Source: an optimization exercise on an open RTL-to-GDS flow (aim: small area). Production flows keep margins and buffers that such runs may drop. In this exercise RTL edits were held to simulation tests only and were not proved equivalent to the original. No activity file was given, so power comes from the tool's default toggle rates. The clock port is modelled as an ideal driver; clocking choices that lean on that would not hold on a real chip.

job 856:
==> flow/design.v <==
module ofdm_cfg_alloc_regs #(
  parameter int AW   = 7,
  parameter int LEN0 = 4,
  parameter int LEN1 = 16,
  parameter int LEN2 = 128
) (
  input  logic        CLK_I,
  input  logic        RST_I,
  input  logic [31:0] CFG_DAT_I,
  input  logic [1:0]  CFG_ADR_I,
  input  logic        CFG_WE_I,
  input  logic        CFG_STB_I,
  output logic        CFG_ACK_O,
  output logic [31:0] CFG_DAT_O,
  output logic        CFG_RDY_O,
  output logic [1:0]  STD_O,
  output logic        AL_BIT_O,
  output logic        AL_VLD_O,
  output logic        AL_LAST_O,
  input  logic        AL_RD_I
);
  localparam int PW = AW + 1;   
  localparam int RW = AW + 5;   
  localparam int NW = 2**AW;    
  localparam int SB = 3;        
  localparam int S  = 2**SB;
  localparam int TB = 4;        
  localparam int NI = NW / S;   
  localparam int NT = NW / (2**TB);
  typedef enum logic [1:0] {
    RD_IDLE,
    RD_FETCH,
    RD_RUN
  } rd_state_e;
  localparam logic [PW-1:0] LEN0_W = LEN0;
  localparam logic [PW-1:0] LEN1_W = LEN1;
  localparam logic [PW-1:0] LEN2_W = LEN2;
  function automatic logic [PW-1:0] std_len(input logic [1:0] s);
    case (s)
      2'd0:    std_len = LEN0_W;
      2'd1:    std_len = LEN1_W;
      2'd2:    std_len = LEN2_W;
      default: std_len = '0;
    endcase
  endfunction
  logic          ack_q;
  logic [1:0]    std_q, std_n;
  logic [PW-1:0] len_q, len_n;
  logic [PW-1:0] wptr_q, wptr_n;
  logic          rdy_q;
  logic wr_std;
  logic wr_word;
  logic word_ok;
  assign wr_std  = CFG_STB_I && CFG_WE_I && (CFG_ADR_I == 2'd0);
  assign wr_word = CFG_STB_I && CFG_WE_I && (CFG_ADR_I == 2'd1);
  assign len_q   = std_len(std_q);
  assign word_ok = wr_word && (wptr_q < len_q);
  always_comb begin
    std_n  = std_q;
    wptr_n = wptr_q;
    if (wr_std) begin
      std_n  = CFG_DAT_I[1:0];
      wptr_n = '0;
    end else if (word_ok) begin
      wptr_n = wptr_q + 1'b1;
    end
    len_n = std_len(std_n);
  end
  always_ff @(posedge CLK_I or posedge RST_I) begin
    if (RST_I) begin
      ack_q  <= 1'b0;
      std_q  <= 2'd0;
      wptr_q <= '0;
      rdy_q  <= 1'b0;
    end else begin
      ack_q  <= CFG_STB_I;
      std_q  <= std_n;
      wptr_q <= wptr_n;
      rdy_q  <= (wptr_n == len_n);
    end
  end
  assign CFG_ACK_O = ack_q;
  assign CFG_RDY_O = rdy_q;
  assign STD_O     = std_q;
  logic [NW-1:0][31:0] ring_q;
  logic [AW-1:0]       p0_q;     
  logic [AW-1:0]       wn_q;     
  logic                wr0;      
  logic [S-1:1][31:0]  dl_dq;
  logic [S-1:1]        dl_vq;
  logic [S-1:0][31:0]  dl_d;
  logic [S-1:0]        dl_v;
  logic [S-1:0]        dl_sel;
  logic                ins;
  logic                ins_tok;
  logic [31:0]         ins_dat;
  logic [AW-SB-1:0]    ins_pt;
  assign wr0     = word_ok && (wptr_q == '0);
  assign dl_d    = {dl_dq, CFG_DAT_I};
  assign dl_v    = {dl_vq, word_ok && (wptr_q != '0)};
  always_comb begin
    logic older;
    older   = 1'b0;
    ins_dat = '0;
    for (int j = S - 1; j >= 0; j--) begin
      dl_sel[j] = dl_v[j] && !older;
      older     = older || dl_v[j];
      if (dl_sel[j]) ins_dat = ins_dat | dl_d[j];
    end
    if (wr0) ins_dat = CFG_DAT_I;
  end
  assign ins_tok = (|dl_v) && (wn_q[SB-1:0] == '0);
  assign ins     = wr0 || ins_tok;
  assign ins_pt  = wr0 ? '0 : wn_q[AW-1:SB];
  always_ff @(posedge CLK_I or posedge RST_I) begin
    if (RST_I) begin
      dl_vq <= '0;
    end else begin
      for (int j = 1; j < S; j++) begin
        dl_vq[j] <= dl_v[j-1] && !(ins_tok && dl_sel[j-1]) && !wr_std;
      end
    end
  end
  always_ff @(posedge CLK_I) begin
    for (int j = 1; j < S; j++) begin
      dl_dq[j] <= dl_d[j-1];
    end
    p0_q <= wr0 ? '0 : p0_q + 1'b1;
    wn_q <= wr0 ? '0 : wn_q + AW'(!ins_tok);
    for (int p = 0; p < NW; p++) begin
      if ((p % S) == 0 && ins && ins_pt == (p / S))
        ring_q[p] <= ins_dat;
      else
        ring_q[p] <= ring_q[(p + NW - 1) % NW];
    end
  end
  rd_state_e      state_q, state_n;
  logic [RW-1:0]  rptr_q;
  logic [31:0]    cur_word_q;
  logic [31:0]    nxt_word_q;
  logic [AW-1:0]  widx;
  logic [PW-1:0]  widx_inc;
  logic [AW-1:0]  next_widx;
  logic [AW-1:0]  hunt;
  logic [AW-1:0]  hpos;
  logic [RW:0]    last_idx;
  logic           run;
  logic           pop;
  logic           at_last;
  assign run       = (state_q == RD_RUN);
  assign widx      = rptr_q[RW-1:5];
  assign widx_inc  = {1'b0, widx} + 1'b1;
  assign next_widx = (widx_inc == len_q) ? '0 : widx_inc[AW-1:0];
  assign last_idx  = {len_q, 5'b0} - 1'b1;
  assign at_last   = ({1'b0, rptr_q} == last_idx);
  assign pop       = run && AL_RD_I && !wr_std;
  assign hunt      = run ? next_widx : '0;
  assign hpos      = p0_q - hunt;
  always_ff @(posedge CLK_I) begin
    if (hpos[TB-1:0] == '0) begin
      nxt_word_q <= ring_q[{hpos[AW-1:TB], {TB{1'b0}}}];
    end
  end
  always_ff @(posedge CLK_I or posedge RST_I) begin
    if (RST_I) begin
      state_q <= RD_IDLE;
    end else begin
      state_q <= state_n;
    end
  end
  always_comb begin
    state_n = state_q;
    case (state_q)
      RD_IDLE:  if (rdy_q && (len_q != '0)) state_n = RD_FETCH;
      RD_FETCH: state_n = RD_RUN;
      RD_RUN:   state_n = RD_RUN;
      default:  state_n = RD_IDLE;
    endcase
    if (wr_std) begin
      state_n = RD_IDLE;
    end
  end
  always_ff @(posedge CLK_I) begin
    if (wr_std) begin
      rptr_q <= '0;
    end else if (state_q == RD_FETCH) begin
      rptr_q <= '0;
    end else if (pop) begin
      rptr_q <= at_last ? '0 : rptr_q + 1'b1;
    end
  end
  always_ff @(posedge CLK_I) begin
    if (!wr_std && ((state_q == RD_FETCH) || (pop && rptr_q[4:0] == 5'd31))) begin
      cur_word_q <= nxt_word_q;
    end
  end
  assign AL_VLD_O  = run;
  assign AL_BIT_O  = run && cur_word_q[rptr_q[4:0]];
  assign AL_LAST_O = run && at_last;
  logic        ovf_q;
  logic [31:0] rd_mux;
  logic [31:0] dat_q;
  always_ff @(posedge CLK_I or posedge RST_I) begin
    if (RST_I) begin
      ovf_q <= 1'b0;
    end else if (wr_std) begin
      ovf_q <= 1'b0;
    end else if (wr_word && !word_ok) begin
      ovf_q <= 1'b1;
    end
  end
  always_comb begin
    rd_mux = '0;
    case (CFG_ADR_I)
      2'd0: rd_mux[1:0] = std_q;
      2'd2: begin
        rd_mux[0]      = rdy_q;
        rd_mux[1]      = ovf_q;
        rd_mux[3:2]    = std_q;
        rd_mux[8 +: PW] = wptr_q;
      end
      default: rd_mux = '0;
    endcase
  end
  always_ff @(posedge CLK_I or posedge RST_I) begin
    if (RST_I) begin
      dat_q <= '0;
    end else begin
      dat_q <= (CFG_STB_I && !CFG_WE_I) ? rd_mux : '0;
    end
  end
  assign CFG_DAT_O = dat_q;
endmodule
export LEC_CHECK = 0
export CAP_MARGIN = 20
export CORE_MARGIN = 2
export CORE_UTILIZATION = 70
export SETUP_SLACK_MARGIN = 0.2
export SLEW_MARGIN = 20
create_clock -name core_clock -period 8.0 [get_ports {CLK_I}]
standard.sh (not shown) runs the stock make flow with config.mk's settings and CLKGATE_MAP_FILE= SYNTH_SCRIPT=/design/flow/synth_recipe.tcl, a recipe that flattens the netlist after the stock synthesis.
==> flow/flow/run.sh <==
#!/bin/bash
set -euo pipefail
bash standard.sh \
  CTS_ARGS="-sink_clustering_enable -repair_clock_nets -dont_use_dummy_load -buf_list sky130_fd_sc_hd__clkbuf_8 -root_buf sky130_fd_sc_hd__clkbuf_16 -tree_buf sky130_fd_sc_hd__clkbuf_16 -sink_clustering_size 20 -sink_clustering_max_diameter 50 -distance_between_buffers 80" \
  BUFFER_PORTS_ARGS="-buffer_cell sky130_fd_sc_hd__buf_1" \
  finish > standard.log 2>&1
The following lists how job 9987 was set up differently from job 856:
# job 856
export LEC_CHECK = 0
export CAP_MARGIN = 20
export CORE_MARGIN = 2
export CORE_UTILIZATION = 70
export SETUP_SLACK_MARGIN = 0.2
export SLEW_MARGIN = 20
create_clock -name core_clock -period 8.0 [get_ports {CLK_I}]
# job 9987
export LEC_CHECK = 0
export CAP_MARGIN = 20
export CORE_MARGIN = 2
export CORE_UTILIZATION = 50
export CTS_BUF_LIST = sky130_fd_sc_hd__clkbuf_8
export CTS_CLUSTER_DIAMETER = 60
export CTS_CLUSTER_SIZE = 20
export SETUP_SLACK_MARGIN = 0.2
export SLEW_MARGIN = 20
create_clock -name core_clock -period 8.0 [get_ports {CLK_I}]
==> flow/run.sh (new file) <==
#!/bin/bash
# synth_recipe.tcl (not shown) runs the flow's synth.tcl, then flattens the netlist and writes it again
# the make line also repeats each setting of config.mk as NAME=value (left out here)
make -C /OpenROAD-flow-scripts/flow DESIGN_CONFIG=/design/flow/config.mk WORK_HOME=/design/flow/orfs CLKGATE_MAP_FILE= SYNTH_SCRIPT=/design/flow/synth_recipe.tcl finish
removed: flow/flow/run.sh
removed: flow/standard.sh
==> run summary <==
- Final design utilization, job 856 and job 9987: smaller value in job 9987
- Job 9987 vs job 856: routed wire length up
- For job 856, the timing endpoint of the critical path was nxt_word_q[12], unlike job 9987, where it was AL_BIT_O.
- The clock network area share of job 9987 falls short of that of job 856 by 0.42 points.
- Total placed instance area of job 9987 exceeds that of job 856 slightly.
- From job 856 to job 9987 the numbers moved as follows: total power after layout shrank by 0.00061 W, total clock network power shrank by about 6%, hold slack held steady, routed length per instance shrank by 1.4 um.
Input changes introduced in job 4836 (baseline for comparison: job 9987):
# job 9987
export LEC_CHECK = 0
export CAP_MARGIN = 20
export CORE_MARGIN = 2
export CORE_UTILIZATION = 50
export CTS_BUF_LIST = sky130_fd_sc_hd__clkbuf_8
export CTS_CLUSTER_DIAMETER = 60
export CTS_CLUSTER_SIZE = 20
export SETUP_SLACK_MARGIN = 0.2
export SLEW_MARGIN = 20
create_clock -name core_clock -period 8.0 [get_ports {CLK_I}]
# job 4836
export LEC_CHECK = 0
export CAP_MARGIN = 20
export CORE_MARGIN = 2
export CORE_UTILIZATION = 70
export SETUP_SLACK_MARGIN = 0.2
export SLEW_MARGIN = 20
create_clock -name core_clock -period 8.0 [get_ports {CLK_I}]
==> flow/flow/run.sh (new file) <==
#!/bin/bash
set -euo pipefail
bash standard.sh \
  CTS_ARGS="-sink_clustering_enable -repair_clock_nets -dont_use_dummy_load -buf_list sky130_fd_sc_hd__clkbuf_16 -sink_clustering_size 30 -sink_clustering_max_diameter 60" \
  BUFFER_PORTS_ARGS="-buffer_cell sky130_fd_sc_hd__buf_1" \
  finish > standard.log 2>&1
==> flow/standard.sh (new file) <==
#!/bin/bash
# synth_recipe.tcl (not shown) runs the flow's synth.tcl, then flattens the netlist and writes it again
# the make line also repeats each setting of config.mk as NAME=value (left out here)
make -C /OpenROAD-flow-scripts/flow DESIGN_CONFIG=/design/flow/config.mk WORK_HOME=/design/flow/orfs CLKGATE_MAP_FILE= SYNTH_SCRIPT=/design/flow/synth_recipe.tcl "${@:-finish}"
removed: flow/run.sh
Findings:
Critical path launch point = std_q[1]: job 4836; critical path launch point = rptr_q[0]: job 9987. For the total routing resource utilization after global routing, job 4836 came in 6.5 points higher than job 9987 did. On number of buffers on the longest clock path, the lower figure sits with job 4836, not job 9987. Job 4836 completed; timing, DRC and antenna clean. Run comparison: job 4836 top metal layer carrying routed signals met5; job 9987 top metal layer carrying routed signals met4. Of job 4836 and job 9987, job 9987 shows the lower total power, with job 4836 above it.
What job 3347 does differently from job 4836 at the input level:
==> flow/flow/run.sh <==
#!/bin/bash
set -euo pipefail
bash standard.sh \
  CTS_ARGS="-sink_clustering_enable -repair_clock_nets -dont_use_dummy_load -buf_list sky130_fd_sc_hd__clkbuf_8 -sink_clustering_size 20 -sink_clustering_max_diameter 50" \
  BUFFER_PORTS_ARGS="-buffer_cell sky130_fd_sc_hd__buf_1" \
  finish > standard.log 2>&1
Job 3347 vs job 4836 on worst hold slack: job 3347 is the higher one. Per the comparison of job 3347 with job 4836, cell area shrank by 0.54%, fraction of the cycle the final worst path needs rose 0.22 points, final critical delay including setup and external delays went up, met1 demand-to-capacity share in global routing went down by 0.16 points. Job 3347: flow completed, timing, DRC and antenna clean. In the metrics for job 3347 and job 4836, the one carrying the lower fraction of layout cells with a size suffix above 1 is job 4836. The run showing the smaller number of standard cells in the layout, taps in and fillers out is job 4836.
Edits applied to the flow inputs when going from job 3347 to job 4429:
# job 3347
export LEC_CHECK = 0
export CAP_MARGIN = 20
export CORE_MARGIN = 2
export CORE_UTILIZATION = 70
export SETUP_SLACK_MARGIN = 0.2
export SLEW_MARGIN = 20
create_clock -name core_clock -period 8.0 [get_ports {CLK_I}]
# job 4429
export LEC_CHECK = 0
export CAP_MARGIN = 20
export CORE_MARGIN = 2
export CORE_UTILIZATION = 30
export SETUP_SLACK_MARGIN = 0.2
export SLEW_MARGIN = 20
create_clock -name core_clock -period 8.0 [get_ports {CLK_I}]
==> flow/flow/run.sh <==
#!/bin/bash
set -euo pipefail
bash standard.sh CTS_ARGS="-sink_clustering_enable -repair_clock_nets -dont_use_dummy_load -buf_list sky130_fd_sc_hd__clkbuf_16" finish > standard.log 2>&1
- Job 4429 finished every step from synthesis to the final layout, and the layout passed the timing, design-rule and antenna checks.
- The shortest period the worst path allows in job 4429 sits 300 ps above the value recorded for job 3347.
- Compared with job 3347, job 4429 shows post-placement worst setup slack lower by 190 ps.
- Power delta for job 4429 relative to job 3347: 0.0068 W higher
- Job 3347 was smaller in final cell area than job 4429.
- Re wire length of the first global-routing pass: job 4429 is 8.0% up on job 3347.
- The run showing the greater met1 layer usage reported by global route is job 3347.
- Core util | job 4429 vs job 3347 | job 4429 lower
- Wire: job 4429 routes more than job 3347
- Looking only at clock share of power, and setting everything else aside, the lower value of job 4429 and job 3347 goes to job 3347.

-- afterwards: timing with drivers on the ports --
The flow's constraints put no driver on any port. The routed layouts listed below were extracted and timed again, unchanged, in two steps. Step 1 sets driving cells, clkbuf_16 on the clock port and buf_2 on the other inputs (assumed; they add their load-dependent delay and slew). Step 2 also shifts input and output timing later by t, the mid clock arrival at the registers, as if the neighbouring blocks saw the same clock. a / b / c = no drivers / after step 1 / after step 2; a / b = the first two.
| run | t (ns) | slack for setup (ns) | worst hold slack (ns) | cell pins on the clock port's net |
|---|---|---|---|---|
| job 856 | 1.074 | 2.629 / 2.553 / 2.629 | 0.291 / 0.291 / 0.291 | 1 |
| job 9987 | 1.095 | 2.557 / 2.478 / 2.608 | 0.293 / 0.293 / 0.293 | 1 |
| job 4836 | 0.845 | 2.659 / 2.659 / 2.659 | 0.283 / 0.283 / 0.283 | 1 |
| job 3347 | 1.014 | 2.641 / 2.590 / 2.641 | 0.293 / 0.293 / 0.293 | 1 |
| job 4429 | 1.008 | 2.344 / 2.344 / 2.344 | 0.270 / 0.270 / 0.270 | 1 |
After both steps every run listed still meets setup and hold.
